From an optimization exercise on the open Yosys and OpenROAD flow, aimed at small area, a short achievable clock period and few clock cycles; shortcuts taken in it are not production practice. Only simulation tests tie the RTL to the original design; equivalence was not proved.

==> trial 19 <==
==> flow/design.v <==
module clause_bitmap_builder #(
    parameter int INT_SIZE      = 32,
    parameter int CLAUSE_CHUNKS = 63
) (
    input  logic                clk,
    input  logic                rst_flag,
    input  logic                stop_flag,
    input  logic                start,
    input  logic                in_valid,
    output logic                in_ready,
    input  logic [31:0]         clause_chunk,
    input  logic [31:0]         clause_pos,
    input  logic                frame_done,
    output logic                rd_valid,
    input  logic                rd_ready,
    output logic [5:0]          rd_addr,
    output logic [INT_SIZE-1:0] rd_data,
    output logic                done,
    output logic                busy,
    output logic                err_range,
    output logic [15:0]         hit_count
);
    localparam int IDX_W = (CLAUSE_CHUNKS > 1) ? $clog2(CLAUSE_CHUNKS) : 1;
    localparam logic [IDX_W-1:0] LAST_IDX = IDX_W'(CLAUSE_CHUNKS - 1);
    logic               acc_reg;       
    logic               drain_reg;     
    logic               clr_reg;       
    logic               err_range_reg;
    logic [IDX_W-1:0]   index_reg;
    logic [INT_SIZE-1:0] words [CLAUSE_CHUNKS];
    logic               act;           
    logic               hit_fire;
    logic               hit_in_range;
    logic               hit_wr;
    logic [INT_SIZE-1:0] hit_mask;
    logic               unused_pos;
    assign act          = !rst_flag && !stop_flag;
    assign in_ready     = !(acc_o_n || stop_flag);
    assign hit_fire     = in_valid && acc_reg && !stop_flag && !start;
    assign hit_in_range = clause_chunk < 32'(CLAUSE_CHUNKS);
    assign hit_wr       = in_valid && acc_reg && !stop_flag;
    assign unused_pos   = ^clause_pos[31:5];
    logic       hi_zero;
    logic [7:0] sel_row, sel_col;
    logic [7:0] pos_hi;
    logic [3:0] pos_lo;
    assign hi_zero = (clause_chunk[31:6] == '0);
    always_comb begin
        for (int i = 0; i < 8; i++) begin
            sel_row[i] = hit_wr && hi_zero && clause_chunk[5:3] == 3'(i);
            sel_col[i] = clause_chunk[2:0] == 3'(i);
            pos_hi[i]  = clause_pos[4:2] == 3'(i);
        end
        for (int i = 0; i < 4; i++)
            pos_lo[i] = clause_pos[1:0] == 2'(i);
        for (int i = 0; i < INT_SIZE; i++)
            hit_mask[i] = pos_hi[i/4] && pos_lo[i%4];
    end
    logic pop;
    assign pop = rd_ready && !stop_flag;
    genvar gi;
    generate
        for (gi = 0; gi < CLAUSE_CHUNKS - 1; gi++) begin : g_word
            clause_bitmap_word #(.W(INT_SIZE)) u_word (
                .clk(clk), .drain(drain_reg), .pop(pop), .clr(clr_reg),
                .row(sel_row[gi/8]), .col(sel_col[gi%8]),
                .mask(hit_mask), .nxt(words[gi+1]), .q(words[gi])
            );
        end
        begin : g_word_last
            clause_bitmap_word_last #(.W(INT_SIZE)) u_word (
                .clk(clk), .drain(drain_reg), .pop(pop), .clr(clr_reg),
                .row(sel_row[(CLAUSE_CHUNKS-1)/8]), .col(sel_col[(CLAUSE_CHUNKS-1)%8]),
                .mask(hit_mask), .q(words[CLAUSE_CHUNKS-1])
            );
        end
    endgenerate
    logic             acc_next, drain_next, done_next;
    logic [IDX_W-1:0] index_next;
    always_comb begin
        acc_next   = acc_reg;
        drain_next = drain_reg;
        index_next = index_reg;
        done_next  = 1'b0;
        if (rst_flag) begin
            acc_next   = 1'b0;
            drain_next = 1'b0;
            index_next = '0;
        end else if (!stop_flag) begin
            if (start) begin
                acc_next   = 1'b1;
                drain_next = 1'b0;
                index_next = '0;
            end else if (acc_reg) begin
                if (frame_done) begin
                    acc_next   = 1'b0;
                    drain_next = 1'b1;
                    index_next = '0;
                end
            end else if (drain_reg && rd_ready) begin
                if (index_reg == LAST_IDX) begin
                    drain_next = 1'b0;
                    index_next = '0;
                    done_next  = 1'b1;
                end else begin
                    index_next = index_reg + 1'b1;
                end
            end
        end
    end
    always_ff @(posedge clk) begin
        clr_reg   <= start && act;
        acc_reg   <= acc_next;
        drain_reg <= drain_next;
        index_reg <= index_next;
    end
    always_ff @(posedge clk) begin
        if (rst_flag)
            err_range_reg <= 1'b0;
        else if (!stop_flag) begin
            if (start)
                err_range_reg <= 1'b0;
            else if (hit_fire && !hit_in_range)
                err_range_reg <= 1'b1;
        end
    end
    assign hit_count = 16'h0000;
    logic acc_o_n, drain_o_n, done_o_n;
    always_ff @(posedge clk) begin
        acc_o_n   <= !acc_next;
        drain_o_n <= !drain_next;
        done_o_n  <= !done_next;
    end
    assign rd_valid  = !(drain_o_n || stop_flag);
    assign rd_addr   = 6'(index_reg);
    assign rd_data   = words[0];
    assign done      = !(done_o_n || stop_flag);
    assign busy      = acc_reg || drain_reg;
    assign err_range = err_range_reg;
endmodule
module clause_bitmap_word #(
    parameter int W = 32
) (
    input  logic         clk,
    input  logic         drain,
    input  logic         pop,
    input  logic         clr,
    input  logic         row,
    input  logic         col,
    input  logic [W-1:0] mask,
    input  logic [W-1:0] nxt,
    output logic [W-1:0] q
);
    logic shift, hold, sel;
    clause_bitmap_word_ctl u_ctl (
        .drain(drain), .pop(pop), .clr(clr), .row(row), .col(col),
        .shift(shift), .hold(hold), .sel(sel)
    );
    always_ff @(posedge clk)
        q <= (q & {W{hold}}) | (nxt & {W{shift}}) | (mask & {W{sel}});
endmodule
module clause_bitmap_word_last #(
    parameter int W = 32
) (
    input  logic         clk,
    input  logic         drain,
    input  logic         pop,
    input  logic         clr,
    input  logic         row,
    input  logic         col,
    input  logic [W-1:0] mask,
    output logic [W-1:0] q
);
    logic shift, hold, sel;
    clause_bitmap_word_ctl u_ctl (
        .drain(drain), .pop(pop), .clr(clr), .row(row), .col(col),
        .shift(shift), .hold(hold), .sel(sel)
    );
    always_ff @(posedge clk)
        q <= (q & {W{hold}}) | (mask & {W{sel}});
endmodule
module clause_bitmap_word_ctl (
    input  logic drain,
    input  logic pop,
    input  logic clr,
    input  logic row,
    input  logic col,
    output logic shift,
    output logic hold,
    output logic sel
);
    assign shift = drain && pop;
    assign hold  = !shift && !clr;
    assign sel   = row && col;
endmodule
==> flow/flow/run.sh <==
#!/bin/bash
set -euo pipefail
bash standard.sh MATCH_CELL_FOOTPRINT=0 \
    "BUFFER_PORTS_ARGS=-buffer_cell sky130_fd_sc_hd__buf_2" \
    "CTS_ARGS=-sink_clustering_enable -repair_clock_nets -sink_clustering_size 18 -sink_clustering_max_diameter 55 -buf_list {sky130_fd_sc_hd__clkbuf_4 sky130_fd_sc_hd__clkbuf_8} -dont_use_dummy_load" \
    finish > standard.log 2>&1
==> flow/standard.sh <==
#!/bin/bash
# synth_recipe.tcl (not shown) runs the flow's synth.tcl, then flattens the netlist and writes it again
# the make line also repeats each setting of config.mk as NAME=value (left out here)
make -C /OpenROAD-flow-scripts/flow DESIGN_CONFIG=/design/flow/config.mk WORK_HOME=/design/flow/orfs CLKGATE_MAP_FILE= SYNTH_SCRIPT=/design/flow/synth_recipe.tcl "${@:-finish}"
==> flow/config.mk <==
export PLATFORM = sky130hd
export DESIGN_NAME = clause_bitmap_builder
export DESIGN_NICKNAME = clause_bitmap_builder
export VERILOG_FILES = /design/flow/design.v
export SDC_FILE = /design/flow/constraint.sdc
export NUM_CORES = 4
export LEC_CHECK = 0
export CAP_MARGIN = 20
export CELL_PAD_IN_SITES_DETAIL_PLACEMENT = 1
export CORE_MARGIN = 2
export CORE_UTILIZATION = 30
export PLACE_DENSITY = 0.4
export SETUP_SLACK_MARGIN = 4.5
export SLEW_MARGIN = 20
export SYNTH_HIERARCHICAL = 1
export SYNTH_MINIMUM_KEEP_SIZE = 0
==> flow/constraint.sdc <==
create_clock -name core_clock -period 8.0 [get_ports {clk}]
set_input_delay 1.6000 -clock core_clock [delete_from_list [all_inputs] [get_ports {clk}]]
set_output_delay 1.6000 -clock core_clock [all_outputs]
set_load 0.01 [all_outputs]
==> trial 26 (differences from trial 19) <==
==> flow/design.v, changed modules only <==
module clause_bitmap_builder #(
    parameter int INT_SIZE      = 32,
    parameter int CLAUSE_CHUNKS = 63
) (
    input  logic                clk,
    input  logic                rst_flag,
    input  logic                stop_flag,
    input  logic                start,
    input  logic                in_valid,
    output logic                in_ready,
    input  logic [31:0]         clause_chunk,
    input  logic [31:0]         clause_pos,
    input  logic                frame_done,
    output logic                rd_valid,
    input  logic                rd_ready,
    output logic [5:0]          rd_addr,
    output logic [INT_SIZE-1:0] rd_data,
    output logic                done,
    output logic                busy,
    output logic                err_range,
    output logic [15:0]         hit_count
);
    localparam int IDX_W = (CLAUSE_CHUNKS > 1) ? $clog2(CLAUSE_CHUNKS) : 1;
    localparam logic [IDX_W-1:0] LAST_IDX = IDX_W'(CLAUSE_CHUNKS - 1);
    logic               acc_reg;       
    logic               drain_reg;     
    logic               clr_reg;       
    logic               done_reg;
    logic               err_range_reg;
    logic [IDX_W-1:0]   index_reg;
    logic [INT_SIZE-1:0] words [CLAUSE_CHUNKS+1];
    logic               act;           
    logic               hit_fire;
    logic               hit_in_range;
    logic               hit_wr;
    logic [INT_SIZE-1:0] hit_mask;
    logic               unused_pos;
    assign act          = !rst_flag && !stop_flag;
    assign in_ready     = acc_reg && !stop_flag;
    assign hit_fire     = in_valid && in_ready && !start;
    assign hit_in_range = clause_chunk < 32'(CLAUSE_CHUNKS);
    assign hit_wr       = in_valid && in_ready;
    assign unused_pos   = ^clause_pos[31:5];
    assign words[CLAUSE_CHUNKS] = '0;
    logic       hi_zero;
    logic [7:0] sel_row, sel_col;
    logic [7:0] pos_hi;
    logic [3:0] pos_lo;
    assign hi_zero = (clause_chunk[31:6] == '0);
    always_comb begin
        for (int i = 0; i < 8; i++) begin
            sel_row[i] = hit_wr && hi_zero && clause_chunk[5:3] == 3'(i);
            sel_col[i] = clause_chunk[2:0] == 3'(i);
            pos_hi[i]  = clause_pos[4:2] == 3'(i);
        end
        for (int i = 0; i < 4; i++)
            pos_lo[i] = clause_pos[1:0] == 2'(i);
        for (int i = 0; i < INT_SIZE; i++)
            hit_mask[i] = pos_hi[i/4] && pos_lo[i%4];
    end
    genvar gi;
    generate
        for (gi = 0; gi < CLAUSE_CHUNKS; gi++) begin : g_word
            clause_bitmap_word #(.W(INT_SIZE)) u_word (
                .clk(clk), .drain(drain_reg), .rd_ready(rd_ready),
                .stop_flag(stop_flag), .clr(clr_reg),
                .row(sel_row[gi/8]), .col(sel_col[gi%8]),
                .mask(hit_mask), .nxt(words[gi+1]), .q(words[gi])
            );
        end
    endgenerate
    always_ff @(posedge clk) begin
        clr_reg <= start && act;
        if (rst_flag) begin
            acc_reg   <= 1'b0;
            drain_reg <= 1'b0;
            index_reg <= '0;
            done_reg  <= 1'b0;
        end else begin
            done_reg <= 1'b0;
            if (!stop_flag) begin
                if (start) begin
                    acc_reg   <= 1'b1;
                    drain_reg <= 1'b0;
                    index_reg <= '0;
                end else if (acc_reg) begin
                    if (frame_done) begin
                        acc_reg   <= 1'b0;
                        drain_reg <= 1'b1;
                        index_reg <= '0;
                    end
                end else if (drain_reg && rd_ready) begin
                    if (index_reg == LAST_IDX) begin
                        drain_reg <= 1'b0;
                        index_reg <= '0;
                        done_reg  <= 1'b1;
                    end else begin
                        index_reg <= index_reg + 1'b1;
                    end
                end
            end
        end
    end
    always_ff @(posedge clk) begin
        if (rst_flag)
            err_range_reg <= 1'b0;
        else if (!stop_flag) begin
            if (start)
                err_range_reg <= 1'b0;
            else if (hit_fire && !hit_in_range)
                err_range_reg <= 1'b1;
        end
    end
    assign hit_count = 16'h0000;
    assign rd_valid  = drain_reg && !stop_flag;
    assign rd_addr   = 6'(index_reg);
    assign rd_data   = words[0];
    assign done      = done_reg && !stop_flag;
    assign busy      = acc_reg || drain_reg;
    assign err_range = err_range_reg;
endmodule
module clause_bitmap_word #(
    parameter int W = 32
) (
    input  logic         clk,
    input  logic         drain,
    input  logic         rd_ready,
    input  logic         stop_flag,
    input  logic         clr,
    input  logic         row,
    input  logic         col,
    input  logic [W-1:0] mask,
    input  logic [W-1:0] nxt,
    output logic [W-1:0] q
);
    logic shift, hold, sel;
    clause_bitmap_word_ctl u_ctl (
        .drain(drain), .rd_ready(rd_ready), .stop_flag(stop_flag), .clr(clr),
        .row(row), .col(col), .shift(shift), .hold(hold), .sel(sel)
    );
    always_ff @(posedge clk)
        q <= (q & {W{hold}}) | (nxt & {W{shift}}) | (mask & {W{sel}});
endmodule
module clause_bitmap_word_ctl (
    input  logic drain,
    input  logic rd_ready,
    input  logic stop_flag,
    input  logic clr,
    input  logic row,
    input  logic col,
    output logic shift,
    output logic hold,
    output logic sel
);
    assign shift = drain && rd_ready && !stop_flag;
    assign hold  = !shift && !clr;
    assign sel   = row && col;
endmodule
// module clause_bitmap_word_last removed
==> flow/flow/run.sh (replaced) <==
#!/bin/bash
set -euo pipefail
bash standard.sh MATCH_CELL_FOOTPRINT=0 \
    "BUFFER_PORTS_ARGS=-buffer_cell sky130_fd_sc_hd__buf_4" \
    finish > standard.log 2>&1
--- a/flow/config.mk
+++ b/flow/config.mk
@@ -8,9 +8,12 @@
 export CAP_MARGIN = 20
 export CELL_PAD_IN_SITES_DETAIL_PLACEMENT = 1
 export CORE_MARGIN = 2
-export CORE_UTILIZATION = 30
-export PLACE_DENSITY = 0.4
-export SETUP_SLACK_MARGIN = 4.5
+export CORE_UTILIZATION = 35
+export CTS_BUF_LIST = sky130_fd_sc_hd__clkbuf_4 sky130_fd_sc_hd__clkbuf_8
+export CTS_CLUSTER_DIAMETER = 50
+export CTS_CLUSTER_SIZE = 16
+export PLACE_DENSITY = 0.45
+export SETUP_SLACK_MARGIN = 4.4
 export SLEW_MARGIN = 20
 export SYNTH_HIERARCHICAL = 1
 export SYNTH_MINIMUM_KEEP_SIZE = 0
==> trial 40 (differences from trial 19) <==
--- a/flow/design.v
+++ b/flow/design.v
@@ -53,25 +53,33 @@
         end
         for (int i = 0; i < 4; i++)
             pos_lo[i] = clause_pos[1:0] == 2'(i);
-        for (int i = 0; i < INT_SIZE; i++)
-            hit_mask[i] = pos_hi[i/4] && pos_lo[i%4];
     end
     logic pop;
     assign pop = rd_ready && !stop_flag;
+    localparam int HALF = (CLAUSE_CHUNKS + 1) / 2;
+    logic [INT_SIZE-1:0] hit_mask_lo, hit_mask_hi;
+    clause_bitmap_mask #(.W(INT_SIZE)) u_mask_lo (
+        .pos_hi(pos_hi), .pos_lo(pos_lo), .mask(hit_mask_lo)
+    );
+    clause_bitmap_mask #(.W(INT_SIZE)) u_mask_hi (
+        .pos_hi(pos_hi), .pos_lo(pos_lo), .mask(hit_mask_hi)
+    );
+    assign hit_mask = hit_mask_lo;
     genvar gi;
     generate
         for (gi = 0; gi < CLAUSE_CHUNKS - 1; gi++) begin : g_word
             clause_bitmap_word #(.W(INT_SIZE)) u_word (
                 .clk(clk), .drain(drain_reg), .pop(pop), .clr(clr_reg),
                 .row(sel_row[gi/8]), .col(sel_col[gi%8]),
-                .mask(hit_mask), .nxt(words[gi+1]), .q(words[gi])
+                .mask(gi < HALF ? hit_mask_lo : hit_mask_hi),
+                .nxt(words[gi+1]), .q(words[gi])
             );
         end
         begin : g_word_last
             clause_bitmap_word_last #(.W(INT_SIZE)) u_word (
                 .clk(clk), .drain(drain_reg), .pop(pop), .clr(clr_reg),
                 .row(sel_row[(CLAUSE_CHUNKS-1)/8]), .col(sel_col[(CLAUSE_CHUNKS-1)%8]),
-                .mask(hit_mask), .q(words[CLAUSE_CHUNKS-1])
+                .mask(hit_mask_hi), .q(words[CLAUSE_CHUNKS-1])
             );
         end
     endgenerate
@@ -193,3 +201,14 @@
     assign hold  = !shift && !clr;
     assign sel   = row && col;
 endmodule
+module clause_bitmap_mask #(
+    parameter int W = 32
+) (
+    input  logic [7:0]   pos_hi,
+    input  logic [3:0]   pos_lo,
+    output logic [W-1:0] mask
+);
+    always_comb
+        for (int i = 0; i < W; i++)
+            mask[i] = pos_hi[i/4] && pos_lo[i%4];
+endmodule
==> flow/flow/run.sh (replaced) <==
#!/bin/bash
set -euo pipefail
bash standard.sh MATCH_CELL_FOOTPRINT=0 \
    "BUFFER_PORTS_ARGS=-buffer_cell sky130_fd_sc_hd__buf_2" \
    "CTS_ARGS=-sink_clustering_enable -repair_clock_nets -sink_clustering_size 18 -sink_clustering_max_diameter 65 -buf_list {sky130_fd_sc_hd__clkbuf_4 sky130_fd_sc_hd__clkbuf_8} -dont_use_dummy_load" \
    finish > standard.log 2>&1
--- a/flow/config.mk
+++ b/flow/config.mk
@@ -10,7 +10,7 @@
 export CORE_MARGIN = 2
 export CORE_UTILIZATION = 30
 export PLACE_DENSITY = 0.4
-export SETUP_SLACK_MARGIN = 4.5
+export SETUP_SLACK_MARGIN = 4.8
 export SLEW_MARGIN = 20
 export SYNTH_HIERARCHICAL = 1
 export SYNTH_MINIMUM_KEEP_SIZE = 0
==> trial 87 (differences from trial 19) <==
==> flow/flow/run.sh (replaced) <==
#!/bin/bash
set -euo pipefail
bash standard.sh MATCH_CELL_FOOTPRINT=0 \
    "BUFFER_PORTS_ARGS=-buffer_cell sky130_fd_sc_hd__buf_4" \
    finish > standard.log 2>&1
--- a/flow/config.mk
+++ b/flow/config.mk
@@ -9,6 +9,9 @@
 export CELL_PAD_IN_SITES_DETAIL_PLACEMENT = 1
 export CORE_MARGIN = 2
 export CORE_UTILIZATION = 30
+export CTS_BUF_LIST = sky130_fd_sc_hd__clkbuf_4 sky130_fd_sc_hd__clkbuf_8
+export CTS_CLUSTER_DIAMETER = 55
+export CTS_CLUSTER_SIZE = 18
 export PLACE_DENSITY = 0.4
 export SETUP_SLACK_MARGIN = 4.5
 export SLEW_MARGIN = 20
==> results.yml <==
setup_path:
  arrival_ps: 4330
finish:
  layout_common_cells: "dfxtp_1, inv_1, a222oi_1, clkbuf_8, buf_4"
  final-seq-area_um2: 40630
  stdcell_area_um2: 79790
  buf_share_pct: 2.344
status:
  outcome: "complete, no violations"
detailed_routing:
  routed-wl-met3_mm: 12.96
power_and_ir_drop:
  power.internal_mw: 12.39
-- figures above: trial 19

==> results.yml <==
finish:
  layout_common_cells: "dfxtp_1, inv_1, a222oi_1, clkbuf_8, buf_4"
  buf_share_pct: 2.622
  final-seq-area_um2: 40650
  stdcell_area_um2: 79820
detailed_routing:
  routed-wl-met3_mm: 16.44
power_and_ir_drop:
  sw_frac_of_total_pct: 23.58
  power.internal_mw: 11.96
status:
  outcome: "complete, no violations"
timing:
  rsz0062_at_grt: "true"
setup_path:
  arrival_ps: 1900
-- figures above: trial 40

==> results.yml <==
status:
  outcome: "complete, no violations"
power_and_ir_drop:
  power.internal_mw: 13.39
  p_sw_mw: 4.516
setup_path:
  arrival_ps: 4490
  crit_fanout: 113
finish:
  buf_share_pct: 2.853
  final-seq-area_um2: 40630
  stdcell_area_um2: 82060
  layout_common_cells: "dfxtp_1, inv_1, a222oi_1, buf_4, clkbuf_8"
detailed_routing:
  routed-wl-met3_mm: 14.15
-- figures above: trial 87

==> results.yml <==
finish:
  layout_common_cells: "dfxtp_1, inv_1, a222oi_1, buf_4, clkbuf_8"
  buf_share_pct: 2.724
  stdcell_area_um2: 81010
  n_antenna_cell: 7
setup_path:
  arrival_ps: 2070
  endpoint_kind: "output pin"
status:
  outcome: "complete, no violations"
power_and_ir_drop:
  power.internal_mw: 13.20
detailed_routing:
  routed-wl-met3_mm: 13.96
-- figures above: trial 26

Testbench counts of trial 19, summed over its fixed seeds: cycles 18,031.
Testbench counts of trial 26, summed over its fixed seeds: cycles 18,031.
Testbench counts of trial 40, summed over its fixed seeds: cycles 18,031.
Testbench counts of trial 87, summed over its fixed seeds: cycles 18,031.

==> port drivers added, routing unchanged <==
The results above use ideal ports. As a check the final layouts listed here were re-extracted and re-timed, cells and wires unchanged.
Step 1 sets driving cells, clkbuf_16 on the clock port and buf_2 on the other inputs (assumed; they add their load-dependent delay and slew).
Step 2 moves the port delays by t, midway between the first and last clock arrival at a register: inputs arrive t later, outputs are due t later. That takes back most of the time a late clock gives input paths.
Three values: ideal, step 1, step 2; two values: the first two.
| run | shift t [ns] | setup slack, ns | hold WS [ns] | worst setup path after step 2 | worst data-port slew with drivers (ns) |
|---|---|---|---|---|---|
| trial 19 | 1.004 | 4.484 / 4.451 / 3.476 | 0.373 / 0.373 / 0.373 | input to register | 0.13 |
| trial 26 | 1.015 | 4.330 / 4.101 / 3.307 | 0.457 / 0.457 / 0.457 | input to register | 0.32 |
| trial 40 | 1.003 | 4.504 / 4.455 / 3.832 | 0.381 / 0.381 / 0.381 | input to register | 0.15 |
| trial 87 | 1.077 | 4.475 / 4.437 / 3.443 | 0.469 / 0.469 / 0.469 | input to register | 0.17 |
After both steps every run listed still meets setup and hold. For trial 87, which loses most, drivers alone change the setup slack by -0.038 ns; drivers and shift together by -1.032 ns.
